This is an optimization exercise on Yosys and OpenROAD, whose aim is small area, not a production implementation. RTL that was checked went through simulation tests only; none was proved equivalent to the original. Only the layout flow was run in run 7; the RTL was not checked for function there. Power figures rest on the tool's default switching activity, not on a simulated workload. The clock port is modelled as an ideal driver; clocking choices that lean on that would not hold on a real chip.

File: run.sh
#!/bin/bash
# synth_recipe.tcl (not shown) runs the flow's synth.tcl, then flattens the netlist and writes it again
# the make line also repeats each setting of config.mk as NAME=value (left out here)
make -C /OpenROAD-flow-scripts/flow DESIGN_CONFIG=/design/flow/config.mk WORK_HOME=/design/flow/orfs CLKGATE_MAP_FILE= SYNTH_SCRIPT=/design/flow/synth_recipe.tcl finish
File: config.mk
export PLATFORM = sky130hd
export DESIGN_NAME = operand_fetch
export DESIGN_NICKNAME = operand_fetch
export VERILOG_FILES = /design/flow/design.v
export SDC_FILE = /design/flow/constraint.sdc
export NUM_CORES = 4
export LEC_CHECK = 0
export CAP_MARGIN = 20
export CORE_MARGIN = 2
export CORE_UTILIZATION = 40
export SLEW_MARGIN = 20
export SYNTH_HIERARCHICAL = 1
export SYNTH_MINIMUM_KEEP_SIZE = 0
File: constraint.sdc
create_clock -name core_clock -period 5.0 [get_ports {clk}]
set_input_delay 1.0000 -clock core_clock [delete_from_list [all_inputs] [get_ports {clk}]]
set_output_delay 1.0000 -clock core_clock [all_outputs]
set_load 0.01 [all_outputs]
File: design.v
module operand_fetch #(
    parameter int DATA_WIDTH = 32,
    parameter int ADDR_WIDTH = 5
) (
    input  logic                  clk,
    input  logic                  rst_n,
    input  logic                  in_valid,
    output logic                  in_ready,
    input  logic [ADDR_WIDTH-1:0] rs1,
    input  logic [ADDR_WIDTH-1:0] rs2,
    input  logic [DATA_WIDTH-1:0] imm,
    input  logic                  ALUsrc,
    input  logic                  ALUctrl_in,
    input  logic                  flush,
    input  logic                  we,
    input  logic [ADDR_WIDTH-1:0] wad,
    input  logic [DATA_WIDTH-1:0] wd,
    output logic                  out_valid,
    input  logic                  out_ready,
    output logic [DATA_WIDTH-1:0] ALUop1,
    output logic [DATA_WIDTH-1:0] ALUop2,
    output logic                  ALUctrl,
    output logic [DATA_WIDTH-1:0] a0
);
    localparam int NREGS  = 1 << ADDR_WIDTH;
    localparam int A0_IDX = 10;
    logic [DATA_WIDTH-1:0] rf_q [NREGS];
    logic [NREGS-1:0]      vld;
    logic [NREGS-1:0]      wsel;
    always_comb begin
        for (int i = 0; i < NREGS; i++) begin
            wsel[i] = we && (wad == ADDR_WIDTH'(i)) && (i != 0);
        end
    end
    generate
        for (genvar gi = 0; gi < NREGS; gi++) begin : g_rf
            if (gi == 0) begin : g_zero
                assign rf_q[gi] = '0;
                assign vld[gi]  = 1'b0;
            end else if (gi == A0_IDX) begin : g_a0
                always_ff @(posedge clk or negedge rst_n) begin
                    if (!rst_n) begin
                        rf_q[gi] <= '0;
                    end else if (wsel[gi]) begin
                        rf_q[gi] <= wd;
                    end
                end
                assign vld[gi] = 1'b1;
            end else begin : g_reg
                logic vld_q;
                always_ff @(posedge clk) begin
                    if (wsel[gi]) begin
                        rf_q[gi] <= wd;
                    end
                end
                always_ff @(posedge clk or negedge rst_n) begin
                    if (!rst_n) begin
                        vld_q <= 1'b0;
                    end else if (wsel[gi]) begin
                        vld_q <= 1'b1;
                    end
                end
                assign vld[gi] = vld_q;
            end
        end
    endgenerate
    assign a0 = rf_q[A0_IDX];
    logic v_q;
    logic accept;
    assign in_ready  = !v_q || out_ready;
    assign out_valid = v_q;
    assign accept    = in_valid && in_ready && !flush;
    always_ff @(posedge clk or negedge rst_n) begin
        if (!rst_n) begin
            v_q <= 1'b0;
        end else begin
            v_q <= !flush && (accept || (v_q && !out_ready));
        end
    end
    logic [NREGS-1:0]      sel1;
    logic [NREGS-1:0]      sel2;
    logic                  hold;
    logic                  isel;
    logic [DATA_WIDTH-1:0] op1_q;
    logic [DATA_WIDTH-1:0] op2_q;
    logic [DATA_WIDTH-1:0] op1_d;
    logic [DATA_WIDTH-1:0] op2_d;
    logic                  ctrl_q;
    always_comb begin
        for (int i = 0; i < NREGS; i++) begin
            sel1[i] = accept && (rs1 == ADDR_WIDTH'(i)) && vld[i];
            sel2[i] = accept && !ALUsrc && (rs2 == ADDR_WIDTH'(i)) && vld[i];
        end
        hold = !accept;
        isel = accept && ALUsrc;
    end
    generate
        for (genvar b = 0; b < DATA_WIDTH; b++) begin : g_rd
            logic [NREGS-1:0] col;
            for (genvar i = 0; i < NREGS; i++) begin : g_col
                assign col[i] = rf_q[i][b];
            end
            of_sel32 u_rd1 (
                .s({hold, sel1[NREGS-1:1]}),
                .d({op1_q[b], col[NREGS-1:1]}),
                .y(op1_d[b])
            );
            of_sel33 u_rd2 (
                .s({hold, isel, sel2[NREGS-1:1]}),
                .d({op2_q[b], imm[b], col[NREGS-1:1]}),
                .y(op2_d[b])
            );
        end
    endgenerate
    always_ff @(posedge clk or negedge rst_n) begin
        if (!rst_n) begin
            op1_q  <= '0;
            op2_q  <= '0;
            ctrl_q <= 1'b0;
        end else begin
            op1_q <= op1_d;
            op2_q <= op2_d;
            if (accept) begin
                ctrl_q <= ALUctrl_in;
            end
        end
    end
    assign ALUop1  = op1_q;
    assign ALUop2  = op2_q;
    assign ALUctrl = ctrl_q;
endmodule
module of_aoi222 (
    input  logic a1, a2, b1, b2, c1, c2,
    output logic y
);
    assign y = !((a1 && a2) || (b1 && b2) || (c1 && c2));
endmodule
module of_aoi22 (
    input  logic a1, a2, b1, b2,
    output logic y
);
    assign y = !((a1 && a2) || (b1 && b2));
endmodule
module of_nand11 (
    input  logic [10:0] n,
    output logic        y
);
    assign y = !(&n);
endmodule
module of_sel33 (
    input  logic [32:0] s,
    input  logic [32:0] d,
    output logic        y
);
    logic [10:0] n;
    for (genvar k = 0; k < 11; k++) begin : g_t
        of_aoi222 u_t (
            .a1(s[3*k]),   .a2(d[3*k]),
            .b1(s[3*k+1]), .b2(d[3*k+1]),
            .c1(s[3*k+2]), .c2(d[3*k+2]),
            .y(n[k])
        );
    end
    of_nand11 u_or (.n(n), .y(y));
endmodule
module of_sel32 (
    input  logic [31:0] s,
    input  logic [31:0] d,
    output logic        y
);
    logic [10:0] n;
    for (genvar k = 0; k < 10; k++) begin : g_t
        of_aoi222 u_t (
            .a1(s[3*k]),   .a2(d[3*k]),
            .b1(s[3*k+1]), .b2(d[3*k+1]),
            .c1(s[3*k+2]), .c2(d[3*k+2]),
            .y(n[k])
        );
    end
    of_aoi22 u_t10 (.a1(s[30]), .a2(d[30]), .b1(s[31]), .b2(d[31]), .y(n[10]));
    of_nand11 u_or (.n(n), .y(y));
endmodule
==> results of run 1 <==
[cell type report]
type,count,area [um^2]
Clock buffer,146,3060
Clock inverter,61,593
Inverter,2,8.76
Antenna cell,4,10.0
Tap cell,1391,1740
Multi-Input combinational cell,1166,10500
Timing Repair Buffer,305,2940
Sequential cell,1088,32000
Fill cell,8765,54600
[Yosys stat by module, one instance, submodules excluded, a selection]
module / cell area, um^2 / flops+latches / cells inside / copies in the design
operand_fetch: 33900 / 1088 / 1338 / 1
of_nand11: 23.8 / 0 / 4 / 64
of_aoi22: 12.5 / 0 / 1 / 32
of_aoi222: 10.0 / 0 / 1 / 672
[worst max-delay path, cell delays in order]
cell             delay (ns)
clkdlybuf4s50_1        0.48
nand2b_1               0.38
and4bb_2               0.40
and3_1                 0.21
buf_4                  0.27
a222oi_1               0.38
nand4_1                0.46
or3_1                  0.50
[final timing paths]
kind / startpoint / endpoint / slack, ns / depth (start not counted)
max reg2reg: v_q$_DFF_PN0_ / op1_q[0]$_DFF_PN0_ / 1.98 / 8
max in group asynchronous: rst_n / v_q$_DFF_PN0_ / 3.54 / 2
min in group core_clock: g_rf[31].genblk1.g_reg.vld_q$_DFFE_PN0P_ / g_rf[31].genblk1.g_reg.vld_q$_DFFE_PN0P_ / 0.47 / 1
max: flush / op1_q[0]$_DFF_PN0_ / 1.42 / 8
min: rst_n / rf_q[10][7]$_DFFE_PN0P_ / 0.39 / 1
min reg2reg: g_rf[31].genblk1.g_reg.vld_q$_DFFE_PN0P_ / g_rf[31].genblk1.g_reg.vld_q$_DFFE_PN0P_ / 0.47 / 1
[Yosys cell counts, drive strengths merged]
cell     instances
nand4b           3
nor2            37
o21bai          11
nand3           65
nand4          129
nand3b           1
nor3             3
mux2            33
and2             3
nand2            5
inv              2
edfxtp         960
nor4b            3
clkbuf           5
and3b            3
or3             65
a22oi           32
and3            62
nor4             3
buf             37
a222oi         672
nor2b            2
and4bb           1
nand2b           5
dfrtp          128
nand4bb          1
or2             21
nor3b            6
[metal layers]
layer	track usage, %	part of all wire [%]	up-vias
met5	0	0.030	-
met4	14.0	5.9	4
met3	7.16	15	415
met2	42.5	43	2931
met1	38.7	36	15400
li1	-	-	12000
[through the flow]
step           hold slack [ns]  utilization (%)  total power [uW]
2_1_floorplan            0.446                -             11100
3_3_place_gp             0.458             44.9             11900
3_5_place_dp             0.461             44.9             12000
4_1_cts                  0.423             48.3             20200
5_1_grt                  0.432             48.2             20700
6_report                 0.391             48.2             20200
[kinds of logic (layout without fill, tap and decap cells)]
family / Yosys count / in the layout / synth area share (%)
AOI/OAI and AO/OA: 715 / 715 / 16.9
buffers and inverters: 44 / 514 / 0.805
muxes: 33 / 33 / 1.14
DFF: 1088 / 1088 / 75.2
and+or+nand+nor: 418 / 418 / 5.92
other: 0 / 4 / 0
[power by group through the flow]
stage / logic, uW / registers [uW] / clock network (uW)
finish: 1220 / 10600 / 8330
global route: 1300 / 10600 / 8760
detailed placement: 1220 / 10800 / 0
global placement: 1190 / 10800 / 0
floorplan: 490 / 10600 / 0
CTS: 1230 / 10600 / 8390
[layout by cell type (no fill, tap or decap), types with 26 or more instances in the layout]
cell / netlist / layout
edfxtp_1: 960 / 960
a222oi_1: 672 / 672
clkdlybuf4s50_1: 0 / 162
nand4_1: 129 / 129
dfrtp_1: 128 / 128
clkbuf_16: 0 / 113
buf_4: 32 / 96
nand3_1: 65 / 65
or3_1: 65 / 65
and3_1: 62 / 50
a22oi_2: 32 / 32
nor2_4: 0 / 30
mux2_4: 30 / 30
clkinv_1: 0 / 26
[state kept, by name (all words and copies together), names as in the netlist]
register and cells:
op2_q 32, g_rf.genblk1.g_reg.vld_q 30, ctrl_q 1, rf_q 992, v_q 1, op1_q 32
==> run_results.csv, run 1 <==
group,metric,value,unit
synthesis,synthTopCellsByArea,"edfxtp_1 68%, a222oi_1 16%, dfrtp_1 7.5%, nand4_1 1.9%, mux2_4 1.1%",
detailed_routing,wl_per_cell,38.2,um
synthesis,seq_area_frac_synth,75.2,%
synthesis,synth.top_cell.area_share,67.7,%
global_routing,grt_pass1_wl,219000,um
cts,ctsResizeCount,0,
synthesis,netlist_instances,2298,
cts,tritoncts,"done",
sta,slew_headroom,24.4,%
hold_path,min_path_type,"primary input to asynchronous set/reset pin",
sta,fin_ws,1.42,ns
cts,cts.sinks,1088,
sta,rsz0062_at_grt,"no",
setup_path,end_kind,"flip-flop",
synthesis,yosysWarnings,8,
setup_path,cp-start-kind,"primary input",
pwr,pwr-share-seq,52.6,%
placement,gp_congestion,0.943,
synthesis,synthesis.nets,2385,
sta,tns,0,ns
placement,port_buffers,185,
synthesis,synthDistinctLibCells,33,
pwr,p_leak,0.0167,uW
detailed_routing,viasPerCell,7.38,
sta,finalSetupViolCount,0,
global_routing,grt_max_degree,78,
global_routing,antenna_found_initial,7,
cells_and_area,layout.cells.non_filler,4163,
cts,path_clk_slew,0.06,ns
global_routing,first_global_vias,29500,
cts,cts-root-buf,"clkbuf_16",
cells_and_area,layout-drive-gt1-share,16.0,%
cells_and_area,design_area,0.0508,mm^2
status,status,"complete, no violations",
floorplanning,core-area,0.105,mm^2
floorplanning,io_pins,186,
detailed_routing,routed_wirelength,159000,um
sta,fmax,279,MHz
pwr,p_switching,4500,uW
setup_path,cp_max_fo,32,
sta,tightest_slew,1.13,ns
job,drv_cap,0,
placement,dpl.cell_count,3952,
synthesis,syn_avg_cell_area,18.5,um^2
floorplanning,die_h,330,um
cts,cts_buffer_depth,3,
pwr,intPower,15700,uW
cts,cts_htree_levels,3,
sta,hold_viol,0,
floorplanning,dieArea,0.109,mm^2
sta,fin_skew,0.0196,ns
cts,cts_buffers,110,
detailed_routing,post-route-drc-count,0,
placement,place_hpwl,91400,um
floorplanning,fp-row-count,119,
cts,post-cts-setup-buffers,0,
synthesis,ys_ff_latch,1088,
pwr,clkPwrFrac,41.4,%
cts,clk_latency,0.69,ns
synthesis,yosysTopAreaCell,"edfxtp_1",
placement,place_area,0.0473,mm^2
pwr,ir_drop,0.310,mV
pwr,powerDensity,396,mW/mm^2
global_routing,grt_usage,28.4,%
sta,finalMaxSlewViolations,0,
cts,hold_buffers,0,
placement,dp_slack,0.841,ns
synthesis,synth.cell_area,0.0426,mm^2
setup_path,critPathArrivalTime,4.14,ns
pwr,p_sw_share,22.3,%
floorplanning,start_util,40.4,%
detailed_routing,num_vias,30700,
setup_path,critPathRequiredTime,5.55,ns
sta,layout_min_cycle_time,3.58,ns
detailed_routing,first_pass_iters,22,
cells_and_area,fin_nets,2760,
cells_and_area,syn2layout_area_growth,19.4,%
detailed_routing,drt-initial-drc-count,8145,
detailed_routing,ant_nets,0,
sta,fin_crit_sh,71.7,%
floorplanning,die_w,330,um
pwr,comb_power_share,6.1,%
setup_path,worstSetupPathType,"primary input to flip-flop",
global_routing,grt_overflow,0,
==> run 2: changes to the inputs <==
--- a/design.v
+++ b/design.v
@@ -38,13 +38,4 @@
                 assign rf_q[gi] = '0;
                 assign vld[gi]  = 1'b0;
-            end else if (gi == A0_IDX) begin : g_a0
-                always_ff @(posedge clk or negedge rst_n) begin
-                    if (!rst_n) begin
-                        rf_q[gi] <= '0;
-                    end else if (wsel[gi]) begin
-                        rf_q[gi] <= wd;
-                    end
-                end
-                assign vld[gi] = 1'b1;
             end else begin : g_reg
                 logic vld_q;
@@ -54,9 +45,11 @@
                     end
                 end
+                logic vld_d;
+                of_or2 u_vld (.a(vld_q), .b(wsel[gi]), .y(vld_d));
                 always_ff @(posedge clk or negedge rst_n) begin
                     if (!rst_n) begin
                         vld_q <= 1'b0;
-                    end else if (wsel[gi]) begin
-                        vld_q <= 1'b1;
+                    end else begin
+                        vld_q <= vld_d;
                     end
                 end
@@ -65,5 +58,5 @@
         end
     endgenerate
-    assign a0 = rf_q[A0_IDX];
+    assign a0 = rf_q[A0_IDX] & {DATA_WIDTH{vld[A0_IDX]}};
     logic v_q;
     logic accept;
@@ -136,10 +129,4 @@
     assign y = !((a1 && a2) || (b1 && b2) || (c1 && c2));
 endmodule
-module of_aoi22 (
-    input  logic a1, a2, b1, b2,
-    output logic y
-);
-    assign y = !((a1 && a2) || (b1 && b2));
-endmodule
 module of_nand11 (
     input  logic [10:0] n,
@@ -169,5 +156,5 @@
     output logic        y
 );
-    logic [10:0] n;
+    logic [11:0] n;
     for (genvar k = 0; k < 10; k++) begin : g_t
         of_aoi222 u_t (
@@ -178,5 +165,24 @@
         );
     end
-    of_aoi22 u_t10 (.a1(s[30]), .a2(d[30]), .b1(s[31]), .b2(d[31]), .y(n[10]));
-    of_nand11 u_or (.n(n), .y(y));
+    of_nand2 u_t10 (.a(s[30]), .b(d[30]), .y(n[10]));
+    of_nand2 u_t11 (.a(s[31]), .b(d[31]), .y(n[11]));
+    of_nand12 u_or (.n(n), .y(y));
 endmodule
+module of_nand2 (
+    input  logic a, b,
+    output logic y
+);
+    assign y = !(a && b);
+endmodule
+module of_nand12 (
+    input  logic [11:0] n,
+    output logic        y
+);
+    assign y = !(&n);
+endmodule
+module of_or2 (
+    input  logic a, b,
+    output logic y
+);
+    assign y = a || b;
+endmodule
--- a/config.mk
+++ b/config.mk
@@ -8,5 +8,6 @@
 export CAP_MARGIN = 20
 export CORE_MARGIN = 2
-export CORE_UTILIZATION = 40
+export CORE_UTILIZATION = 65
+export PLACE_DENSITY = 0.75
 export SLEW_MARGIN = 20
 export SYNTH_HIERARCHICAL = 1
==> run_results.csv, run 2 <==
group,metric,value,unit
global_routing,grt_usage,47.2,%
sta,slew_headroom,14.7,%
synthesis,synth.cell_area,0.0423,mm^2
synthesis,seq_area_frac_synth,76.2,%
detailed_routing,first_pass_iters,15,
global_routing,first_global_vias,32800,
setup_path,worstReg2RegStart,"v_q$_DFF_PN0_",
pwr,ir_drop,0.324,mV
setup_path,cp_max_fo,35,
floorplanning,core-area,0.0643,mm^2
synthesis,synthDistinctLibCells,31,
placement,place_hpwl,88000,um
synthesis,synth-edff-count,992,
hold_path,min_path_type,"primary input to asynchronous set/reset pin",
cts,hold_buffers,0,
setup_path,cp-start-kind,"flip-flop",
sta,fin_ws,1.20,ns
setup_path,critPathSlowestCell,"dfrtp_2",
detailed_routing,wl_per_cell,43.8,um
floorplanning,dieArea,0.0671,mm^2
floorplanning,die_h,259,um
global_routing,grt_pass1_wl,224000,um
pwr,pwr-share-seq,53.4,%
cells_and_area,top_regs,"rf_q (992), op1_q (32), op2_q (32)",
floorplanning,fp-row-count,93,
floorplanning,die_w,259,um
cells_and_area,syn2layout_area_growth,18.1,%
cts,cts-root-buf,"clkbuf_16",
cells_and_area,layout.cells.non_filler,3653,
synthesis,synthesis.nets,2397,
setup_path,path_cells,"and2_1 -> clkdlybuf4s50_1",
cells_and_area,layout-drive-gt1-share,12.1,%
synthesis,yosysTopAreaCell,"edfxtp_1",
detailed_routing,post-route-drc-count,0,
setup_path,critPathRequiredTime,4.00,ns
detailed_routing,viasPerCell,8.99,
pwr,p_leak,0.0163,uW
sta,tightest_slew,1.28,ns
sta,fin_crit_sh,75.9,%
cts,ctsResizeCount,0,
placement,place_area,0.0464,mm^2
floorplanning,io_pins,186,
cells_and_area,fin_nets,2792,
cts,post-cts-setup-buffers,0,
setup_path,max_stage_delay,1.15,ns
synthesis,synth_most_common_cell,"edfxtp_1",
sta,finalMaxSlewViolations,0,
sta,fmax,263,MHz
cells_and_area,design_area,0.0499,mm^2
synthesis,async_reset_ff_share,8.91,%
sta,hold_viol,0,
cts,tritoncts,"done",
pwr,p_switching,4300,uW
pwr,p_sw_share,22.0,%
synthesis,syn_avg_cell_area,18.3,um^2
placement,port_buffers,185,
setup_path,end_kind,"primary output",
sta,finalSetupViolCount,0,
sta,layout_min_cycle_time,3.80,ns
detailed_routing,num_vias,32800,
synthesis,synth.top_cell.area_share,70.5,%
setup_path,reg2regPathDepth,7,
pwr,clkPwrFrac,41.0,%
pwr,powerDensity,391,mW/mm^2
cts,cts.sinks,1089,
cells_and_area,final_cell_mix,"992 x edfxtp_1, 672 x a222oi_1, 184 x clkdlybuf4s50_1",
cells_and_area,layout_commonest_cell,"edfxtp_1",
cts,path_clk_slew,0.06,ns
pwr,total_power,19500,uW
global_routing,grt_overflow,0,
setup_path,critPathArrivalTime,2.80,ns
cts,clk_latency,0.71,ns
synthesis,synth_commonest_cells,"992 x edfxtp_1, 672 x a222oi_1, 161 x nand4_1",
placement,gp_congestion,0.927,
synthesis,ys_ff_latch,1089,
sta,rsz0062_at_grt,"no",
setup_path,reg2reg_slack,1.62,ns
synthesis,netlist_instances,2310,
setup_path,reg2reg_to,"op2_q[21]$_DFF_PN0_",
global_routing,antenna_found_initial,2,
detailed_routing,routed_wirelength,160000,um
cts,cts_htree_levels,3,
pwr,comb_power_share,5.6,%
cts,cts_buffer_depth,3,
synthesis,synthTopCellsByArea,"edfxtp_1 70%, a222oi_1 16%, dfrtp_1 5.7%, nand4_1 2.4%, or3_1 0.95%",
setup_path,worstSetupPathType,"flip-flop to primary output",
synthesis,yosysWarnings,8,
placement,dp_slack,0.760,ns
floorplanning,start_util,65.7,%
pwr,intPower,15200,uW
status,status,"complete, no violations",
cells_and_area,largest_reg_flops,992,
cells_and_area,largest_register,"rf_q",
sta,tns,0,ns
detailed_routing,drt-initial-drc-count,9715,
placement,dpl.cell_count,3452,
global_routing,grt_max_degree,65,
sta,fin_skew,0.0353,ns
detailed_routing,ant_nets,0,
cts,cts_buffers,103,
job,drv_cap,0,
synthesis,ys.flop_type,"edfxtp_1",
-- run 2: cells by family after synthesis --
| logic type | Yosys count | share of synthesized area [%] |
|---|---|---|
| flip-flops | 1089 | 76.2 |
| buffers and inverters | 14 | 0.225 |
| multiplexers | 1 | 0.0355 |
| AND/OR/NAND/NOR | 534 | 7.62 |
| AO/OA/AOI/OAI | 672 | 15.9 |
-- run 2: how the worst max path moves through the flow --
stage | from | slack (ns) | end | cells past startpoint
global placement | out_ready | 0.71 | op2_q[9]$_DFF_PN0_ | 8
detailed placement | out_ready | 0.76 | op2_q[17]$_DFF_PN0_ | 8
CTS | g_rf[10].g_reg.vld_q$_DFF_PN0_ | 1.31 | a0[2] | 2
global route | g_rf[10].g_reg.vld_q$_DFF_PN0_ | 1.22 | a0[2] | 2
finish | g_rf[10].g_reg.vld_q$_DFF_PN0_ | 1.20 | a0[2] | 2
floorplan | flush | 1.31 | op1_q[0]$_DFF_PN0_ | 8
-- run 2: area by class of cell --
class / instances / area, um^2
clock inverter: 51 / 558
sequential: 1089 / 32200
antenna: 3 / 7.51
inverter: 2 / 7.51
clock buffer: 144 / 2870
fill: 3507 / 14400
timing repair buffer: 302 / 2960
multi-input combinational: 1207 / 10200
tap: 855 / 1070
-- run 2: routing by layer --
metal | global-route usage (%) | up-vias | wire, um
met5 | 0.427 | - | 10
met4 | 32.2 | 2 | 13300
met3 | 18.1 | 986 | 30800
met2 | 69.2 | 4175 | 69400
met1 | 58.6 | 15600 | 46500
li1 | - | 12100 | -
-- run 2: through the flow --
| stage | hold slack [ns] | util [%] |
|---|---|---|
| 2_1_floorplan | 0.437 | - |
| 3_3_place_gp | 0.460 | 72.1 |
| 3_5_place_dp | 0.460 | 72.1 |
| 4_1_cts | 0.340 | 77.5 |
| 5_1_grt | 0.350 | 77.6 |
| 6_report | 0.331 | 77.6 |
-- run 2: worst max-delay path: cells and delay by family, from the launching register on --
kind | cells | cell delay (ns)
flip-flops | 1 | 1.15
buffers and inverters | 1 | 0.65
AND/OR/NAND/NOR | 1 | 0.26
-- run 2: power groups by stage --
stage | combinational, uW | sequential [uW] | clock [uW]
6_report | 1090 | 10400 | 8010
5_1_grt | 1130 | 10500 | 8300
4_1_cts | 1060 | 10400 | 7930
3_5_place_dp | 1050 | 10600 | 0
3_3_place_gp | 1020 | 10600 | 0
2_1_floorplan | 348 | 10600 | 0
-- run 2: per-module statistics from Yosys (local to each module, per instance), a selection --
module | area, um^2 | flip-flops and latches | cells
of_nand12 | 25.0 | 0 | 4
of_or2 | 6.26 | 0 | 1
of_nand2 | 3.75 | 0 | 1
of_aoi222 | 10.0 | 0 | 1
of_nand11 | 23.8 | 0 | 4
operand_fetch | 33600 | 1089 | 1287
==> run 3: changes to the inputs <==
==> flow/run.sh (new file) <==
#!/bin/bash
# Standard ORFS layout with a leaner clock tree (no dummy loads, clkbuf_16 leaf
# clusters of up to 24 sinks) and minimum-size port buffers.
set -euo pipefail
export BUFFER_PORTS_ARGS="-buffer_cell sky130_fd_sc_hd__buf_1"
export CTS_ARGS="-sink_clustering_enable -repair_clock_nets -dont_use_dummy_load -buf_list sky130_fd_sc_hd__clkbuf_16 -sink_clustering_size 24 -sink_clustering_max_diameter 80"
bash standard.sh > standard.log 2>&1
==> standard.sh (new file) <==
#!/bin/bash
# synth_recipe.tcl (not shown) runs the flow's synth.tcl, then flattens the netlist and writes it again
# the make line also repeats each setting of config.mk as NAME=value (left out here)
make -C /OpenROAD-flow-scripts/flow DESIGN_CONFIG=/design/flow/config.mk WORK_HOME=/design/flow/orfs CLKGATE_MAP_FILE= SYNTH_SCRIPT=/design/flow/synth_recipe.tcl "${@:-finish}"
--- a/config.mk
+++ b/config.mk
@@ -8,6 +8,6 @@
 export CAP_MARGIN = 20
 export CORE_MARGIN = 2
-export CORE_UTILIZATION = 65
-export PLACE_DENSITY = 0.75
+export CORE_UTILIZATION = 55
+export PLACE_DENSITY = 0.7
 export SLEW_MARGIN = 20
 export SYNTH_HIERARCHICAL = 1
removed: run.sh
==> run_results.csv, run 3 <==
group,metric,value,unit
setup_path,worstSetupPathType,"primary input to flip-flop",
setup_path,worstReg2RegStart,"v_q$_DFF_PN0_",
cells_and_area,layout.cells.non_filler,3671,
detailed_routing,num_vias,31700,
sta,layout_min_cycle_time,3.49,ns
pwr,p_leak,0.0147,uW
pwr,clkPwrFrac,28.7,%
cts,clk_latency,0.66,ns
setup_path,cp-start-kind,"primary input",
synthesis,synth_commonest_cells,"992 x edfxtp_1, 672 x a222oi_1, 161 x nand4_1",
synthesis,synth.cell_area,0.0423,mm^2
cells_and_area,largest_reg_flops,992,
detailed_routing,wl_per_cell,43.5,um
setup_path,reg2reg_to,"op2_q[2]$_DFF_PN0_",
cts,cts_buffer_depth,3,
detailed_routing,ant_nets,0,
setup_path,critPathArrivalTime,4.04,ns
synthesis,yosysWarnings,8,
pwr,p_switching,3540,uW
cts,ctsResizeCount,0,
placement,dpl.cell_count,3618,
cells_and_area,fin_nets,2729,
synthesis,seq_area_frac_synth,76.2,%
setup_path,reg2reg_slack,1.59,ns
sta,fin_skew,0.0506,ns
pwr,intPower,12300,uW
sta,tns,0,ns
floorplanning,dieArea,0.0791,mm^2
global_routing,grt_pass1_wl,220000,um
sta,tightest_slew,1.32,ns
sta,slew_headroom,12.3,%
synthesis,synthDistinctLibCells,31,
cts,cts-root-buf,"clkbuf_16",
status,status,"complete, no violations",
floorplanning,start_util,55.6,%
sta,rsz0062_at_grt,"no",
synthesis,synthTopCellsByArea,"edfxtp_1 70%, a222oi_1 16%, dfrtp_1 5.7%, nand4_1 2.4%, or3_1 0.95%",
global_routing,grt_overflow,0,
placement,place_hpwl,92600,um
setup_path,critPathLaunch,"out_ready",
detailed_routing,drt-initial-drc-count,9681,
sta,holdWs,0.485,ns
synthesis,synth.top_cell.area_share,70.5,%
synthesis,netlist_instances,2310,
cells_and_area,layout-drive-gt1-share,9.73,%
cts,post-cts-setup-buffers,0,
detailed_routing,post-route-drc-count,0,
cts,tritoncts,"done",
setup_path,crit_end,"op2_q[2]$_DFF_PN0_",
hold_path,min_path_type,"primary input to asynchronous set/reset pin",
sta,fin_crit_sh,69.9,%
cts,cts.sinks,1089,
detailed_routing,routed_wirelength,160000,um
synthesis,ys_ff_latch,1089,
cells_and_area,nFillCells,5572,
synthesis,ys.flop_type,"edfxtp_1",
setup_path,cp_max_fo,19,
synthesis,yosysTopAreaCell,"edfxtp_1",
pwr,comb_power_share,5.6,%
cts,cts_htree_levels,2,
cts,cts_buffers,52,
global_routing,antenna_found_initial,10,
cells_and_area,final_cell_mix,"992 x edfxtp_1, 672 x a222oi_1, 161 x nand4_1",
pwr,pwr-share-seq,65.7,%
global_routing,first_global_vias,31000,
global_routing,grt_max_degree,57,
global_routing,grt_usage,39.7,%
floorplanning,fp-row-count,101,
placement,gp_congestion,0.939,
pwr,powerDensity,340,mW/mm^2
sta,finalSetupViolCount,0,
setup_path,reg2regPathDepth,8,
sta,fmax,286,MHz
placement,port_buffers,185,
floorplanning,io_pins,186,
cells_and_area,syn2layout_area_growth,10.3,%
setup_path,end_kind,"flip-flop",
pwr,ir_drop,0.261,mV
job,drv_cap,0,
cts,path_clk_slew,0.10,ns
synthesis,syn_avg_cell_area,18.3,um^2
cells_and_area,largest_register,"rf_q",
detailed_routing,viasPerCell,8.63,
sta,finalMaxSlewViolations,0,
cts,hold_buffers,0,
synthesis,synth_most_common_cell,"edfxtp_1",
synthesis,async_reset_ff_share,8.91,%
synthesis,synth-edff-count,992,
synthesis,synthesis.nets,2397,
cells_and_area,layout_commonest_cell,"edfxtp_1",
detailed_routing,first_pass_iters,13,
sta,hold_viol,0,
floorplanning,core-area,0.0761,mm^2
floorplanning,die_w,281,um
cells_and_area,top_regs,"rf_q (992), op1_q (32), op2_q (32)",
pwr,p_sw_share,22.3,%
floorplanning,die_h,281,um
setup_path,critPathRequiredTime,5.54,ns
run 3: cell types whose count changed in the layout (fill, tap and decap cells not counted), sizes merged, moves of 4 or more:
cell and delta:
clkdlybuf4s50 -184, buf +143, clkbuf -63, clkinv -35, bufinv -10, inv -4
run 3: cell type report:
class / count / area (um^2) / area share (%)
multi-input cells: 1207 / 10200 / 22.0
diodes: 1 / 2.50 / 0.00537
inverters: 2 / 7.51 / 0.0161
clock buffers: 52 / 1300 / 2.79
well taps: 1030 / 1290 / 2.76
repair buffers: 290 / 1550 / 3.32
flip-flops and latches: 1089 / 32200 / 69.1
run 3: cell families after synthesis:
| logic type | share of synthesized area [%] |
|---|---|
| AOI/OAI and AO/OA | 15.9 |
| buffers and inverters | 0.225 |
| DFF | 76.2 |
| muxes | 0.0355 |
| and+or+nand+nor | 7.62 |
run 3: how the worst min path moves through the flow:
stage	to	slack [ns]
floorplan	g_rf[11].g_reg.vld_q$_DFF_PN0_	0.44
global placement	g_rf[13].g_reg.vld_q$_DFF_PN0_	0.46
detailed placement	g_rf[14].g_reg.vld_q$_DFF_PN0_	0.46
CTS	g_rf[14].g_reg.vld_q$_DFF_PN0_	0.49
global route	g_rf[13].g_reg.vld_q$_DFF_PN0_	0.50
finish	v_q$_DFF_PN0_	0.49
run 3: per-stage QoR:
step	instance area [um^2]	total power (uW)	setup slack [ns]	utilization, %
2_1_floorplan	42300	10900	1.31	-
3_3_place_gp	45200	11400	0.789	59.5
3_5_place_dp	45300	11500	0.760	59.5
4_1_cts	46600	15800	1.45	61.2
5_1_grt	46600	16200	1.44	61.3
6_report	46600	15900	1.51	61.3
run 3: per-module statistics from Yosys, one instance, submodules excluded, a selection:
module / copies in the design / flops+latches
of_nand11: 32 / 0
of_nand12: 32 / 0
of_aoi222: 672 / 0
of_or2: 31 / 0
of_nand2: 64 / 0
operand_fetch: 1 / 1089
run 3: power by group through the flow:
stage          clock network, uW  logic [uW]  registers (uW)
5_1_grt                     4820         941           10400
3_5_place_dp                   0         864           10600
4_1_cts                     4520         864           10400
2_1_floorplan                  0         348           10600
3_3_place_gp                   0         834           10600
6_report                    4560         886           10400
run 3: routing by layer:
metal  GRT usage, %  vias up  part of all wire (%)
met5              0        -                 0.056
li1               -    11800                     -
met2           58.7     3714                    43
met3           13.0      736                    18
met1           52.0    15400                    31
met4           22.6       12                   6.8
run 3: worst max-delay path: stages:
cell and delay [ns]:
buf_1 0.10, nor2b_4 0.52, buf_4 0.28, nor4_4 0.07
and3_1 0.52, buf_4 0.42, a222oi_1 0.53, nand4_1 0.17
or3_1 0.41
==> run 4: changes to the inputs <==
==> flow/run.sh (replaced) <==
#!/bin/bash
# Standard ORFS layout with a leaner clock tree (no dummy loads, clkbuf_16 leaf
# clusters of up to 28 sinks) and minimum-size port buffers.
set -euo pipefail
export BUFFER_PORTS_ARGS="-buffer_cell sky130_fd_sc_hd__buf_1"
export CTS_ARGS="-sink_clustering_enable -repair_clock_nets -dont_use_dummy_load -buf_list sky130_fd_sc_hd__clkbuf_16 -sink_clustering_size 28 -sink_clustering_max_diameter 90"
bash standard.sh > standard.log 2>&1
==> run_results.csv, run 4 <==
group,metric,value,unit
status,status,"complete, no violations",
synthesis,ys.flop_type,"edfxtp_1",
cts,tritoncts,"done",
setup_path,reg2regPathDepth,8,
cells_and_area,layout-drive-gt1-share,9.42,%
setup_path,cp_top_family,"simple AND/OR/NAND/NOR gates",
pwr,p_sw_share,22.3,%
synthesis,seq_area_frac_synth,76.2,%
cells_and_area,syn2layout_area_growth,9.86,%
placement,place_hpwl,92600,um
setup_path,cp_num_buf_inv,3,
cts,clk_latency,0.64,ns
pwr,p_leak,0.0146,uW
setup_path,max_stage_delay,0.64,ns
detailed_routing,topRoutingLayerUsed,"met5",
floorplanning,dieArea,0.0791,mm^2
synthesis,netlist_instances,2310,
cells_and_area,fin_nets,2722,
sta,tns,0,ns
detailed_routing,viasPerCell,8.64,
cells_and_area,regArea,0.0322,mm^2
pwr,ir_drop,0.221,mV
sta,tightest_slew,1.31,ns
global_routing,grt_usage,39.7,%
setup_path,end_kind,"flip-flop",
synthesis,async_reset_ff_share,8.91,%
global_routing,grt_overflow,0,
floorplanning,core-area,0.0761,mm^2
detailed_routing,m1WireLength,50600,um
global_routing,first_global_vias,31000,
sta,fmax,268,MHz
sta,fin_skew,0.0455,ns
detailed_routing,drt-initial-drc-count,9569,
pwr,p_switching,3480,uW
pwr,intPower,12100,uW
cts,path_clk_slew,0.10,ns
cells_and_area,post-route-util,61.1,%
setup_path,path_cells,"buf_1 -> nor2b_4 -> buf_4 -> nor4_4 -> and3_1 -> buf_4 -> a222oi_1 -> nand4_1 -> or3_1",
synthesis,ys_ff_latch,1089,
setup_path,reg2reg_slack,1.39,ns
global_routing,grt_max_degree,57,
global_routing,grt_pass1_wl,220000,um
cells_and_area,largest_register,"rf_q",
placement,port_buffers,185,
detailed_routing,first_pass_iters,15,
synthesis,synth.cell_area,0.0423,mm^2
cts,cts-root-buf,"clkbuf_16",
cells_and_area,nFillCells,5580,
cts,ctsResizeCount,0,
synthesis,synth-edff-count,992,
pwr,comb_power_share,5.7,%
synthesis,synth_most_common_cell,"edfxtp_1",
detailed_routing,met3_length,29100,um
setup_path,critPathArrivalTime,4.25,ns
sta,rsz0062_at_grt,"no",
cts,cts_buffer_depth,3,
synthesis,synthDistinctLibCells,31,
detailed_routing,wl_per_cell,43.4,um
synthesis,synthTopCellsByArea,"edfxtp_1 70%, a222oi_1 16%, dfrtp_1 5.7%, nand4_1 2.4%, or3_1 0.95%",
cells_and_area,multi_input_area,0.0102,mm^2
setup_path,critPathSlowestCell,"and3_1",
cts,post-cts-setup-buffers,0,
floorplanning,die_h,281,um
cells_and_area,final_cell_mix,"992 x edfxtp_1, 672 x a222oi_1, 161 x nand4_1",
setup_path,crit_top_cell,"buf_4",
cts,hold_buffers,0,
sta,finalSetupViolCount,0,
sta,layout_min_cycle_time,3.73,ns
hold_path,min_path_type,"flip-flop to flip-flop",
cts,cts_buffers,45,
synthesis,synth_commonest_cells,"992 x edfxtp_1, 672 x a222oi_1, 161 x nand4_1",
synthesis,yosysTopAreaCell,"edfxtp_1",
synthesis,synthesis.nets,2397,
setup_path,crit_end,"op2_q[2]$_DFF_PN0_",
cts,cts_htree_levels,2,
floorplanning,io_pins,186,
synthesis,yosysWarnings,8,
setup_path,cp_max_fo,17,
sta,slew_headroom,12.7,%
job,drv_cap,0,
cells_and_area,top_regs,"rf_q (992), op1_q (32), op2_q (32)",
floorplanning,start_util,55.6,%
cells_and_area,layout_commonest_cell,"edfxtp_1",
sta,hold_viol,0,
synthesis,synth.top_cell.area_share,70.5,%
floorplanning,fp-row-count,101,
setup_path,critPathLaunch,"out_ready",
setup_path,worstSetupPathType,"primary input to flip-flop",
setup_path,worstReg2RegStart,"v_q$_DFF_PN0_",
setup_path,reg2reg_to,"op2_q[2]$_DFF_PN0_",
synthesis,syn_avg_cell_area,18.3,um^2
cts,cts.sinks,1089,
sta,fin_crit_sh,74.6,%
detailed_routing,route.met2.wl,68600,um
sta,finalMaxSlewViolations,0,
placement,gp_congestion,0.939,
setup_path,critPathRequiredTime,5.52,ns
pwr,powerDensity,335,mW/mm^2
global_routing,antenna_found_initial,8,
pwr,clkPwrFrac,27.4,%
detailed_routing,ant_nets,0,
detailed_routing,num_vias,31700,
floorplanning,die_w,281,um
cells_and_area,largest_reg_flops,992,
detailed_routing,routed_wirelength,159000,um
detailed_routing,post-route-drc-count,0,
setup_path,cp-start-kind,"primary input",
pwr,pwr-share-seq,66.9,%
setup_path,path_depth,9,
[run 4: cell types whose count changed in the layout (fill, tap and decap cells not counted), sizes merged]
cell,before,now
diode,1,4
clkbuf,81,74
[run 4: final cells by class]
type,count,area share (%)
Antenna cell,4,0.0216
Clock buffer,45,2.42
Inverter,2,0.0162
Multi-Input combinational cell,1207,22.1
Sequential cell,1089,69.4
Tap cell,1030,2.77
Timing Repair Buffer,290,3.33
[run 4: how the worst min path moves through the flow]
stage          cells past startpoint                           start  slack (ns)                        endpoint
5_1_grt                            1  g_rf[13].g_reg.vld_q$_DFF_PN0_        0.51  g_rf[13].g_reg.vld_q$_DFF_PN0_
4_1_cts                            1  g_rf[14].g_reg.vld_q$_DFF_PN0_        0.49  g_rf[14].g_reg.vld_q$_DFF_PN0_
2_1_floorplan                      1  g_rf[11].g_reg.vld_q$_DFF_PN0_        0.44  g_rf[11].g_reg.vld_q$_DFF_PN0_
3_5_place_dp                       1  g_rf[14].g_reg.vld_q$_DFF_PN0_        0.46  g_rf[14].g_reg.vld_q$_DFF_PN0_
6_report                           1  g_rf[14].g_reg.vld_q$_DFF_PN0_        0.49  g_rf[14].g_reg.vld_q$_DFF_PN0_
3_3_place_gp                       1  g_rf[13].g_reg.vld_q$_DFF_PN0_        0.46  g_rf[13].g_reg.vld_q$_DFF_PN0_
[run 4: per-module statistics from Yosys (local to each module, per instance), a selection]
module         cell area, um^2  copies in the design  cells inside
operand_fetch            33600                     1          1287
of_nand12                 25.0                    32             4
of_nand11                 23.8                    32             4
of_aoi222                 10.0                   672             1
of_or2                    6.26                    31             1
of_nand2                  3.75                    64             1
[run 4: stage by stage]
step                hold slack, ns  instance area [um^2]  total power, uW  cells  worst slack (ns)
CTS                          0.489                 46400            15500   3663              1.44
detailed placement           0.463                 45300            11500   3618             0.760
floorplan                    0.437                 42300            10900   2310              1.31
finish                       0.494                 46400            15600   3667              1.27
global route                 0.508                 46400            15900   3663              1.32
global placement             0.456                 45200            11400   3618             0.789
[run 4: power by group through the flow]
stage                     registers (uW)  logic [uW]  clock network (uW)
after floorplan                    10600         348                   0
after global placement             10600         834                   0
after detailed placement           10600         864                   0
after CTS                          10400         863                4220
after global routing               10400         941                4530
final                              10400         886                4260
[run 4: logic make-up after synthesis]
| kind of cell | synth area share, % |
|---|---|
| DFF | 76.2 |
| muxes | 0.0355 |
| and+or+nand+nor | 7.62 |
| AOI/OAI and AO/OA | 15.9 |
| buffers and inverters | 0.225 |
[run 4: per-layer routing]
layer / GRT usage (%) / vias up
li1: - / 11800
met1: 51.9 / 15400
met2: 58.5 / 3734
met3: 13.4 / 722
met4: 22.3 / 4
met5: 0 / -
[run 4: worst reg2reg max path: stages (launching register included)]
cell and delay [ns]:
dfrtp_1 0.35, nor2b_4 0.55, buf_4 0.29, nor4_4 0.07
and3_1 0.64, buf_4 0.47, a222oi_1 0.60, nand4_1 0.17
or3_1 0.41
==> run 5: changes to the inputs <==
--- a/config.mk
+++ b/config.mk
@@ -8,6 +8,6 @@
 export CAP_MARGIN = 20
 export CORE_MARGIN = 2
-export CORE_UTILIZATION = 55
-export PLACE_DENSITY = 0.7
+export CORE_UTILIZATION = 70
+export PLACE_DENSITY = 0.8
 export SLEW_MARGIN = 20
 export SYNTH_HIERARCHICAL = 1
==> run_results.csv, run 5 <==
group,metric,value,unit
status,status,"complete, no violations",
synthesis,ys_ff_latch,1089,
floorplanning,dieArea,0.0624,mm^2
cts,cts-root-buf,"clkbuf_16",
synthesis,yosysTopAreaCell,"edfxtp_1",
cts,hold_buffers,0,
setup_path,critPathArrivalTime,4.03,ns
cells_and_area,top_regs,"rf_q (992), op1_q (32), op2_q (32)",
setup_path,critPathRequiredTime,5.50,ns
cells_and_area,post-route-util,76.8,%
cts,tritoncts,"done",
cells_and_area,fin_nets,2718,
synthesis,netlist_instances,2310,
detailed_routing,routed_wirelength,158000,um
floorplanning,fp-row-count,90,
global_routing,grt_usage,49.6,%
sta,tns,0,ns
pwr,total_power,15500,uW
placement,port_buffers,185,
cts,post-cts-setup-buffers,0,
sta,slew_headroom,13.6,%
synthesis,seq_area_frac_synth,76.2,%
synthesis,ys.flop_type,"edfxtp_1",
cts,path_clk_slew,0.11,ns
pwr,clkPwrFrac,27.3,%
cells_and_area,largest_register,"rf_q",
setup_path,path_depth,8,
synthesis,synth.top_cell.area_share,70.5,%
detailed_routing,first_pass_iters,17,
pwr,p_switching,3440,uW
synthesis,synth_most_common_cell,"edfxtp_1",
setup_path,cp_max_fo,18,
floorplanning,die_h,250,um
cts,clk_latency,0.66,ns
hold_path,min_path_type,"primary input to asynchronous set/reset pin",
synthesis,synth.cell_area,0.0423,mm^2
sta,finalMaxSlewViolations,0,
floorplanning,start_util,70.4,%
placement,place_hpwl,86100,um
cts,cts.sinks,1089,
synthesis,synthesis.nets,2397,
detailed_routing,wl_per_cell,46.1,um
sta,fin_crit_sh,70.5,%
pwr,ir_drop,0.282,mV
setup_path,cp-start-kind,"primary input",
synthesis,yosysWarnings,8,
sta,fin_skew,0.0601,ns
pwr,pwr-share-seq,67.0,%
detailed_routing,num_vias,32700,
sta,hold_viol,0,
job,drv_cap,0,
setup_path,reg2regPathDepth,7,
synthesis,synthDistinctLibCells,31,
detailed_routing,ant_nets,0,
synthesis,synth_commonest_cells,"992 x edfxtp_1, 672 x a222oi_1, 161 x nand4_1",
sta,finalSetupViolCount,0,
sta,rsz0062_at_grt,"no",
setup_path,end_kind,"flip-flop",
pwr,p_leak,0.0146,uW
setup_path,worstSetupPathType,"primary input to flip-flop",
cells_and_area,layout_commonest_cell,"edfxtp_1",
pwr,comb_power_share,5.8,%
setup_path,critPathSlowestCell,"and4_1",
setup_path,max_stage_delay,0.63,ns
synthesis,async_reset_ff_share,8.91,%
placement,gp_congestion,0.942,
global_routing,grt_max_degree,59,
cts,ctsResizeCount,0,
global_routing,grt_overflow,0,
pwr,intPower,12100,uW
pwr,powerDensity,337,mW/mm^2
detailed_routing,viasPerCell,9.56,
detailed_routing,post-route-drc-count,0,
synthesis,syn_avg_cell_area,18.3,um^2
floorplanning,die_w,250,um
detailed_routing,drt-initial-drc-count,10500,
synthesis,synth-edff-count,992,
global_routing,grt_pass1_wl,217000,um
floorplanning,io_pins,186,
sta,fmax,284,MHz
setup_path,cp_top_family,"simple AND/OR/NAND/NOR gates",
cts,cts_htree_levels,2,
setup_path,cp_num_buf_inv,2,
setup_path,path_cells,"buf_1 -> nor2b_4 -> nor3_1 -> and4_1 -> buf_4 -> a222oi_1 -> nand4_1 -> or3_1",
cells_and_area,syn2layout_area_growth,9.07,%
pwr,p_sw_share,22.2,%
sta,tightest_slew,1.30,ns
global_routing,antenna_found_initial,9,
cells_and_area,layout-drive-gt1-share,9.13,%
floorplanning,core-area,0.0600,mm^2
sta,layout_min_cycle_time,3.53,ns
cts,cts_buffers,45,
cells_and_area,largest_reg_flops,992,
cells_and_area,final_cell_mix,"992 x edfxtp_1, 672 x a222oi_1, 161 x nand4_1",
cts,cts_buffer_depth,3,
synthesis,synthTopCellsByArea,"edfxtp_1 70%, a222oi_1 16%, dfrtp_1 5.7%, nand4_1 2.4%, or3_1 0.95%",
global_routing,first_global_vias,31500,
-- run 5: layout make-up --
| class | count | area [um^2] |
|---|---|---|
| Fill cell | 3353 | 13900 |
| Clock buffer | 45 | 1130 |
| Tap cell | 782 | 978 |
| Multi-Input combinational cell | 1207 | 10200 |
| Antenna cell | 5 | 12.5 |
| Sequential cell | 1089 | 32200 |
| Inverter | 2 | 7.51 |
| Timing Repair Buffer | 286 | 1530 |
-- run 5: per-layer routing --
layer	wire, um	track usage (%)
met1	44300	62.5
met2	64900	69.6
met3	34300	22.6
met4	14000	32.9
met5	90	0
-- run 5: power groups by stage --
| stage | clock (uW) | combinational, uW | sequential [uW] |
|---|---|---|---|
| final | 4230 | 897 | 10400 |
| after global routing | 4450 | 934 | 10400 |
| after CTS | 4150 | 855 | 10400 |
| after detailed placement | 0 | 851 | 10600 |
| after global placement | 0 | 820 | 10600 |
| after floorplan | 0 | 348 | 10600 |
-- run 5: per-stage QoR --
| step | worst slack, ns | std cells | hold WS (ns) | area, um^2 |
|---|---|---|---|---|
| 2_1_floorplan | 1.31 | 2310 | 0.437 | 42300 |
| 3_3_place_gp | 1.02 | 3363 | 0.453 | 44900 |
| 3_5_place_dp | 1.00 | 3365 | 0.458 | 44900 |
| 4_1_cts | 1.65 | 3410 | 0.414 | 46000 |
| 5_1_grt | 1.53 | 3412 | 0.399 | 46100 |
| 6_report | 1.47 | 3416 | 0.376 | 46100 |
-- run 5: path summary, 6_finish.rpt --
path	from	end	slack, ns
setup / recovery	out_ready	op1_q[27]$_DFF_PN0_	1.47
hold / removal	rst_n	g_rf[3].g_reg.vld_q$_DFF_PN0_	0.38
setup reg to reg	v_q$_DFF_PN0_	op1_q[27]$_DFF_PN0_	1.59
hold reg to reg	g_rf[22].g_reg.vld_q$_DFF_PN0_	g_rf[22].g_reg.vld_q$_DFF_PN0_	0.49
max in group asynchronous	rst_n	g_rf[30].g_reg.vld_q$_DFF_PN0_	3.43
min in group core_clock	g_rf[22].g_reg.vld_q$_DFF_PN0_	g_rf[22].g_reg.vld_q$_DFF_PN0_	0.49
-- run 5: logic make-up after synthesis --
| family | share of synthesized area (%) |
|---|---|
| and+or+nand+nor | 7.62 |
| muxes | 0.0355 |
| buffers and inverters | 0.225 |
| DFF | 76.2 |
| AOI/OAI and AO/OA | 15.9 |
-- run 5: modules after synthesis, one instance, submodules excluded, a selection --
module,area [um^2],flip-flops and latches,times used,cells inside
of_nand11,23.8,0,32,4
of_or2,6.26,0,31,1
of_nand12,25.0,0,32,4
operand_fetch,33600,1089,1,1287
of_nand2,3.75,0,64,1
of_aoi222,10.0,0,672,1
-- run 5: worst register-to-register path, stage by stage, from the launching register on --
cell	delay (ns)
dfrtp_1	0.35
nor2b_4	0.54
nor3_1	0.19
and4_1	0.64
buf_4	0.47
a222oi_1	0.38
nand4_1	0.31
or3_1	0.44
==> run 6: changes to the inputs <==
==> flow/run.sh (replaced) <==
#!/bin/bash
# Standard ORFS layout with a leaner clock tree (no dummy loads, clkbuf_16 leaf
# clusters of up to 30 sinks) and minimum-size port buffers.
set -euo pipefail
export BUFFER_PORTS_ARGS="-buffer_cell sky130_fd_sc_hd__buf_1"
export CTS_ARGS="-sink_clustering_enable -repair_clock_nets -dont_use_dummy_load -buf_list sky130_fd_sc_hd__clkbuf_16 -sink_clustering_size 30 -sink_clustering_max_diameter 95"
bash standard.sh > standard.log 2>&1
==> run_results.csv, run 6 <==
group,metric,value,unit
synthesis,seq_area_frac_synth,76.2,%
sta,slew_headroom,12.0,%
setup_path,cp-start-kind,"primary input",
sta,finalMaxSlewViolations,0,
setup_path,end_kind,"flip-flop",
setup_path,cp_top_family,"simple AND/OR/NAND/NOR gates",
sta,hold_viol,0,
sta,layout_min_cycle_time,3.59,ns
setup_path,reg2reg_slack,1.51,ns
pwr,p_leak,0.0146,uW
setup_path,critPathLaunch,"out_ready",
cts,ctsResizeCount,0,
floorplanning,die_w,250,um
global_routing,grt_usage,49.4,%
cells_and_area,largest_register,"rf_q",
sta,finalSetupViolCount,0,
synthesis,yosysWarnings,8,
global_routing,antenna_found_initial,5,
synthesis,synthTopCellsByArea,"edfxtp_1 70%, a222oi_1 16%, dfrtp_1 5.7%, nand4_1 2.4%, or3_1 0.95%",
synthesis,synth_most_common_cell,"edfxtp_1",
synthesis,synth_commonest_cells,"992 x edfxtp_1, 672 x a222oi_1, 161 x nand4_1",
cts,cts.sinks,1089,
cells_and_area,nFillCells,3366,
sta,holdWs,0.390,ns
setup_path,critPathSlowestCell,"and4_1",
sta,rsz0062_at_grt,"no",
floorplanning,core-area,0.0600,mm^2
hold_path,min_path_type,"primary input to asynchronous set/reset pin",
synthesis,synthDistinctLibCells,31,
cts,cts_htree_levels,2,
setup_path,max_stage_delay,0.64,ns
cts,clk_latency,0.64,ns
cells_and_area,largest_reg_flops,992,
detailed_routing,routed_wirelength,157000,um
floorplanning,dieArea,0.0624,mm^2
detailed_routing,post-route-drc-count,0,
cells_and_area,top_regs,"rf_q (992), op1_q (32), op2_q (32)",
cts,post-cts-setup-buffers,0,
pwr,ir_drop,0.378,mV
status,status,"complete, no violations",
synthesis,ys.flop_type,"edfxtp_1",
cells_and_area,layout_commonest_cell,"edfxtp_1",
floorplanning,die_h,250,um
cells_and_area,final_cell_mix,"992 x edfxtp_1, 672 x a222oi_1, 161 x nand4_1",
sta,tns,0,ns
setup_path,cp_num_buf_inv,2,
synthesis,yosysTopAreaCell,"edfxtp_1",
sta,fin_skew,0.0419,ns
placement,place_hpwl,86100,um
detailed_routing,first_pass_iters,15,
cells_and_area,multi_input_area,0.0102,mm^2
global_routing,grt_overflow,0,
cts,tritoncts,"done",
floorplanning,io_pins,186,
detailed_routing,wl_per_cell,45.9,um
job,drv_cap,0,
global_routing,first_global_vias,31300,
synthesis,synthesis.nets,2397,
detailed_routing,viasPerCell,9.57,
detailed_routing,num_vias,32700,
pwr,powerDensity,334,mW/mm^2
placement,gp_congestion,0.942,
setup_path,reg2regPathDepth,7,
setup_path,critPathRequiredTime,5.48,ns
setup_path,path_depth,8,
placement,port_buffers,185,
sta,tightest_slew,1.32,ns
cts,cts-root-buf,"clkbuf_16",
synthesis,synth-edff-count,992,
synthesis,synth.cell_area,0.0423,mm^2
detailed_routing,drt-initial-drc-count,10600,
cells_and_area,syn2layout_area_growth,8.89,%
setup_path,cp_max_fo,18,
synthesis,async_reset_ff_share,8.91,%
cts,cts_buffers,42,
setup_path,crit_end,"op1_q[27]$_DFF_PN0_",
cts,path_clk_slew,0.11,ns
cells_and_area,fin_nets,2715,
cells_and_area,layout-drive-gt1-share,8.99,%
global_routing,grt_max_degree,59,
setup_path,worstReg2RegStart,"v_q$_DFF_PN0_",
setup_path,path_cells,"buf_1 -> nor2b_4 -> nor3_1 -> and4_1 -> buf_4 -> a222oi_1 -> nand4_1 -> or3_1",
setup_path,worstSetupPathType,"primary input to flip-flop",
global_routing,grt_pass1_wl,216000,um
detailed_routing,ant_nets,0,
floorplanning,start_util,70.4,%
synthesis,synth.top_cell.area_share,70.5,%
cells_and_area,regArea,0.0322,mm^2
synthesis,ys_ff_latch,1089,
setup_path,reg2reg_to,"op1_q[27]$_DFF_PN0_",
synthesis,netlist_instances,2310,
setup_path,critPathArrivalTime,4.07,ns
synthesis,syn_avg_cell_area,18.3,um^2
cts,cts_buffer_depth,3,
floorplanning,fp-row-count,90,
sta,fmax,279,MHz
cts,hold_buffers,0,
sta,fin_crit_sh,71.8,%
[run 6: cell counts after synthesis]
No cell type changed its count.
[run 6: Yosys stat by module (local to each module, per instance), a selection]
module         cell area, um^2  cells inside  times used  flip-flops and latches
operand_fetch            33600          1287           1                    1089
of_aoi222                 10.0             1         672                       0
of_nand2                  3.75             1          64                       0
of_or2                    6.26             1          31                       0
of_nand11                 23.8             4          32                       0
of_nand12                 25.0             4          32                       0
[run 6: cells by family after synthesis]
group,count (synthesis),share of synthesized area (%)
buffers and inverters,14,0.225
DFF,1089,76.2
muxes,1,0.0355
and+or+nand+nor,534,7.62
AOI/OAI and AO/OA,672,15.9
[run 6: stage by stage]
stage	std cells	util, %	power (uW)	instance area [um^2]	worst slack (ns)
final	3413	76.7	15400	46000	1.41
after global routing	3408	76.7	15700	46000	1.49
after floorplan	2310	-	10900	42300	1.31
after global placement	3363	74.7	11400	44900	1.02
after detailed placement	3365	74.8	11400	44900	1.00
after CTS	3407	76.6	15300	46000	1.65
[run 6: worst min path at each step]
stage	slack, ns	depth (start not counted)	startpoint	to
after floorplan	0.44	1	g_rf[11].g_reg.vld_q$_DFF_PN0_	g_rf[11].g_reg.vld_q$_DFF_PN0_
after global placement	0.45	1	g_rf[24].g_reg.vld_q$_DFF_PN0_	g_rf[24].g_reg.vld_q$_DFF_PN0_
after detailed placement	0.46	1	g_rf[22].g_reg.vld_q$_DFF_PN0_	g_rf[22].g_reg.vld_q$_DFF_PN0_
after CTS	0.44	1	rst_n	op1_q[8]$_DFF_PN0_
after global routing	0.42	1	rst_n	v_q$_DFF_PN0_
final	0.39	1	rst_n	v_q$_DFF_PN0_
[run 6: cell type report]
class	count	share of cell area, %
antenna	5	0.0272
clock buffer	42	2.28
inverter	2	0.0163
multi-input combinational	1207	22.2
sequential	1089	70.0
tap	782	2.13
timing repair buffer	286	3.32
[run 6: routing by layer]
layer,wire (um),GRT usage (%)
met3,33600,22.3
met4,14100,33.9
met1,43800,61.7
met5,137,0.463
met2,64900,69.6
[run 6: power by group]
group          internal, uW  total, uW  switching (uW)  leakage (uW)
registers             10200      10400             212        0.0101
logic                   275        895             620       0.00391
clock network          1520       4070            2550      0.000518
==> run 7: changes to the inputs <==
==> design.v (replaced) <==
module operand_fetch #(
    parameter int DATA_WIDTH = 32,
    parameter int ADDR_WIDTH = 5
) (
    input  logic                  clk,
    input  logic                  rst_n,
    input  logic                  in_valid,
    output logic                  in_ready,
    input  logic [ADDR_WIDTH-1:0] rs1,
    input  logic [ADDR_WIDTH-1:0] rs2,
    input  logic [DATA_WIDTH-1:0] imm,
    input  logic                  ALUsrc,
    input  logic                  ALUctrl_in,
    input  logic                  flush,
    input  logic                  we,
    input  logic [ADDR_WIDTH-1:0] wad,
    input  logic [DATA_WIDTH-1:0] wd,
    output logic                  out_valid,
    input  logic                  out_ready,
    output logic [DATA_WIDTH-1:0] ALUop1,
    output logic [DATA_WIDTH-1:0] ALUop2,
    output logic                  ALUctrl,
    output logic [DATA_WIDTH-1:0] a0
);
    localparam int NREGS  = 1 << ADDR_WIDTH;
    localparam int A0_IDX = 10;
    typedef enum logic {
        EMPTY = 1'b0,
        FULL  = 1'b1
    } state_t;
    logic [DATA_WIDTH-1:0] rf_q [NREGS];
    generate
        for (genvar gi = 0; gi < NREGS; gi++) begin : g_rf
            if (gi == 0) begin : g_zero
                assign rf_q[gi] = '0;
            end else begin : g_reg
                always_ff @(posedge clk or negedge rst_n) begin
                    if (!rst_n) begin
                        rf_q[gi] <= '0;
                    end else if (we && (wad == ADDR_WIDTH'(gi))) begin
                        rf_q[gi] <= wd;
                    end
                end
            end
        end
    endgenerate
    assign a0 = rf_q[A0_IDX];
    logic [DATA_WIDTH-1:0] rs1_val;
    logic [DATA_WIDTH-1:0] rs2_val;
    assign rs1_val = rf_q[rs1];
    assign rs2_val = rf_q[rs2];
    state_t state_q;
    state_t state_d;
    logic   accept;
    assign accept = in_valid && in_ready && !flush;
    always_ff @(posedge clk or negedge rst_n) begin
        if (!rst_n) begin
            state_q <= EMPTY;
        end else begin
            state_q <= state_d;
        end
    end
    always_comb begin
        state_d = state_q;
        case (state_q)
            EMPTY:   if (accept) state_d = FULL;
            FULL:    if (out_ready && !accept) state_d = EMPTY;
            default: state_d = EMPTY;
        endcase
        if (flush) begin
            state_d = EMPTY;
        end
    end
    always_comb begin
        out_valid = (state_q == FULL);
        in_ready  = !out_valid || out_ready;
    end
    logic [DATA_WIDTH-1:0] op1_q;
    logic [DATA_WIDTH-1:0] op1_d;
    logic [DATA_WIDTH-1:0] op2_q;
    logic [DATA_WIDTH-1:0] op2_d;
    logic                  ctrl_q;
    logic                  ctrl_d;
    always_comb begin
        op1_d  = op1_q;
        op2_d  = op2_q;
        ctrl_d = ctrl_q;
        if (accept) begin
            op1_d  = rs1_val;
            op2_d  = ALUsrc ? imm : rs2_val;
            ctrl_d = ALUctrl_in;
        end
    end
    always_ff @(posedge clk or negedge rst_n) begin
        if (!rst_n) begin
            op1_q  <= '0;
            op2_q  <= '0;
            ctrl_q <= 1'b0;
        end else begin
            op1_q  <= op1_d;
            op2_q  <= op2_d;
            ctrl_q <= ctrl_d;
        end
    end
    assign ALUop1  = op1_q;
    assign ALUop2  = op2_q;
    assign ALUctrl = ctrl_q;
endmodule
==> run.sh (new file) <==
#!/bin/bash
# synth_recipe.tcl (not shown) runs the flow's synth.tcl, then flattens the netlist and writes it again
# the make line also repeats each setting of config.mk as NAME=value (left out here)
make -C /OpenROAD-flow-scripts/flow DESIGN_CONFIG=/design/flow/config.mk WORK_HOME=/design/flow/orfs CLKGATE_MAP_FILE= SYNTH_SCRIPT=/design/flow/synth_recipe.tcl finish
--- a/config.mk
+++ b/config.mk
@@ -8,7 +8,4 @@
 export CAP_MARGIN = 20
 export CORE_MARGIN = 2
-export CORE_UTILIZATION = 70
-export PLACE_DENSITY = 0.8
+export CORE_UTILIZATION = 40
 export SLEW_MARGIN = 20
-export SYNTH_HIERARCHICAL = 1
-export SYNTH_MINIMUM_KEEP_SIZE = 0
removed: flow/run.sh
removed: standard.sh
==> run_results.csv, run 7 <==
group,metric,value,unit
status,status,"complete, no violations",
sta,tns,0,ns
global_routing,grt_pass1_wl,392000,um
sta,holdWs,0.303,ns
synthesis,synth.top_cell.area_share,49.8,%
floorplanning,start_util,40.4,%
sta,fmax,269,MHz
pwr,p_switching,7680,uW
pwr,p_sw_share,30.6,%
synthesis,yosysWarnings,2,
cts,cts_htree_levels,3,
synthesis,synth_most_common_cell,"dfrtp_1",
sta,tightest_slew,1.38,ns
cts,cts.sinks,1058,
detailed_routing,post-route-drc-count,0,
hold_path,min_path_type,"primary input to asynchronous set/reset pin",
setup_path,critPathArrivalTime,4.42,ns
synthesis,seq_area_frac_synth,49.8,%
synthesis,yosysTopAreaCell,"dfrtp_1",
cells_and_area,nFillCells,12000,
global_routing,grt_max_degree,110,
setup_path,critPathRequiredTime,5.70,ns
synthesis,synthTopCellsByArea,"dfrtp_1 50%, mux2_2 21%, a22oi_1 8.3%, mux2i_1 1.8%, and3_1 1.6%",
floorplanning,dieArea,0.136,mm^2
synthesis,synth_commonest_cells,"1058 x dfrtp_1, 989 x mux2_2, 590 x a22oi_1",
pwr,intPower,17400,uW
placement,port_buffers,185,
global_routing,grt_usage,41.9,%
synthesis,syn_avg_cell_area,11.9,um^2
sta,finalSetupViolCount,0,
sta,finalMaxSlewViolations,0,
cts,cts_buffers,117,
pwr,pwr-share-seq,48.2,%
cts,clk_latency,0.79,ns
pwr,powerDensity,400,mW/mm^2
floorplanning,die_w,369,um
synthesis,ys.flop_type,"dfrtp_1",
job,drv_cap,0,
synthesis,synth.cell_area,0.0532,mm^2
detailed_routing,num_vias,49200,
global_routing,grt_overflow,0,
sta,slew_headroom,7.88,%
sta,hold_viol,0,
synthesis,synthDistinctLibCells,71,
setup_path,cp-start-kind,"primary input",
floorplanning,core-area,0.132,mm^2
pwr,ir_drop,0.295,mV
sta,rsz0062_at_grt,"no",
pwr,clkPwrFrac,36.6,%
detailed_routing,ant_nets,0,
global_routing,first_global_vias,45700,
floorplanning,fp-row-count,133,
cells_and_area,fin_nets,4712,
synthesis,async_reset_ff_share,100,%
synthesis,ys_ff_latch,1058,
setup_path,critPathLaunch,"rs2[2]",
detailed_routing,first_pass_iters,10,
global_routing,antenna_found_initial,19,
cells_and_area,top_regs,"rf_q (992), op1_q (32), op2_q (32)",
cts,hold_buffers,0,
floorplanning,io_pins,186,
synthesis,netlist_instances,4474,
setup_path,cp_max_fo,15,
detailed_routing,routed_wirelength,292000,um
sta,fin_crit_sh,74.5,%
setup_path,end_kind,"flip-flop",
setup_path,worstSetupPathType,"primary input to flip-flop",
cts,path_clk_slew,0.06,ns
detailed_routing,viasPerCell,7.57,
placement,place_hpwl,179000,um
cells_and_area,layout-drive-gt1-share,34.1,%
synthesis,synthesis.nets,4561,
detailed_routing,drt-initial-drc-count,10400,
cells_and_area,largest_reg_flops,992,
sta,layout_min_cycle_time,3.72,ns
cts,post-cts-setup-buffers,0,
cells_and_area,syn2layout_area_growth,18.1,%
setup_path,worstReg2RegStart,"state_q$_DFF_PN0_",
cts,cts_buffer_depth,3,
cts,cts-root-buf,"clkbuf_16",
cells_and_area,final_cell_mix,"1058 x dfrtp_1, 989 x mux2_2, 590 x a22oi_1",
sta,fin_skew,0.0316,ns
detailed_routing,wl_per_cell,45.0,um
cts,ctsResizeCount,0,
cts,tritoncts,"done",
synthesis,synth-edff-count,0,
cells_and_area,largest_register,"rf_q",
floorplanning,die_h,369,um
pwr,p_leak,0.0272,uW
cells_and_area,layout_commonest_cell,"dfrtp_1",
pwr,comb_power_share,15.3,%
placement,gp_congestion,1.04,
run 7: cell count changes after synthesis, moves of 82 or more:
cell      delta
edfxtp_1   -992
mux2_2     +989
dfrtp_1    +961
a222oi_1   -660
a22oi_1    +590
clkbuf_1   +224
buf_2      +137
nand2_1     +97
mux2i_1     +93
a21oi_1     +90
and3_1      +82
run 7: power groups by stage:
| stage | Clock (uW) | Sequential, uW | Combinational (uW) |
|---|---|---|---|
| detailed placement | 0 | 12100 | 3710 |
| global placement | 0 | 12000 | 3610 |
| global route | 9520 | 12100 | 4000 |
| floorplan | 0 | 11300 | 2290 |
| finish | 9180 | 12100 | 3830 |
| CTS | 9170 | 11900 | 3720 |
run 7: area by class of cell:
| type | count | area [um^2] | share of cell area [%] |
|---|---|---|---|
| Antenna cell | 30 | 75.1 | 0.120 |
| Timing Repair Buffer | 469 | 4710 | 7.50 |
| Clock inverter | 56 | 676 | 1.08 |
| Inverter | 3 | 11.3 | 0.0179 |
| Multi-Input combinational cell | 2976 | 25400 | 40.4 |
| Sequential cell | 1058 | 26500 | 42.2 |
| Clock buffer | 158 | 3290 | 5.23 |
| Tap cell | 1755 | 2200 | 3.50 |
run 7: worst max-delay path: stages:
cell	delay, ns
clkdlybuf4s50_1	0.68
buf_4	0.33
or3b_1	0.53
nor2_4	1.03
buf_12	0.29
a22o_1	0.16
a221oi_1	0.04
and3_1	0.17
a31oi_1	0.15
run 7: metrics by stage:
stage	cells	utilization, %	setup WS [ns]	area, um^2	power, uW
3_5_place_dp	6260	44.6	0.751	58800	15800
4_1_cts	6474	47.6	1.55	62700	24800
5_1_grt	6476	47.6	1.39	62700	25700
3_3_place_gp	6255	44.5	0.687	58700	15700
6_report	6505	47.6	1.28	62800	25100
2_1_floorplan	4474	-	2.34	53200	13600
run 7: kinds of logic (layout without fill, tap and decap cells):
group | after synthesis | after routing | synth area share (%)
multiplexers | 1114 | 1114 | 23.4
AND/OR/NAND/NOR | 816 | 816 | 8.32
AO/OA/AOI/OAI | 1046 | 1046 | 14.8
buffers and inverters | 440 | 686 | 3.66
flip-flops | 1058 | 1058 | 49.8
other | 0 | 30 | 0
run 7: layer usage:
metal / global-route usage, % / part of all wire [%] / vias to the layer above
met4: 28.0 / 8.6 / 21
met3: 20.1 / 16 / 1693
met5: 1.71 / 0.15 / -
met1: 53.2 / 36 / 24700
li1: - / - / 17600
met2: 55.6 / 39 / 5225
run 7: path summary, 6_finish.rpt:
check / to / slack [ns] / depth (start not counted)
worst max-delay path: op2_q[22]$_DFFE_PN0P_ / 1.28 / 9
worst min-delay path: ctrl_q$_DFFE_PN0P_ / 0.30 / 1
worst max register to register: op1_q[6]$_DFFE_PN0P_ / 2.25 / 8
worst min register to register: ctrl_q$_DFFE_PN0P_ / 0.49 / 2
max in group asynchronous: rf_q[5][9]$_DFFE_PN0P_ / 3.48 / 2
min in group core_clock: ctrl_q$_DFFE_PN0P_ / 0.49 / 2

==> separate check: timing with driven ports <==
In the flow no input, the clock included, has a driving cell. The finished layouts below were timed again as built, in two steps.
Step 1 sets driving cells, clkbuf_16 on the clock port and buf_2 on the other inputs (assumed; they add their load-dependent delay and slew).
Step 2 times the ports against the registers' clock, not the clock port: input delays grow and output delays shrink by t, the midpoint of the rising clock arrivals with the driver on.
Three values: ideal ports, drivers, drivers and shift; two values: the first two.
run | shift t [ns] | setup WS [ns]
run 1 | 0.748 | 1.416 / 1.457 / 0.710
run 2 | 0.754 | 1.204 / 1.145 / 0.501
run 3 | 0.704 | 1.505 / 1.551 / 0.847
run 4 | 0.684 | 1.269 / 1.313 / 0.629
run 5 | 0.695 | 1.475 / 1.514 / 0.824
run 6 | 0.681 | 1.411 / 1.449 / 0.768
run 7 | 0.854 | 1.276 / 1.334 / 0.480
After both steps every run listed still meets setup and hold.
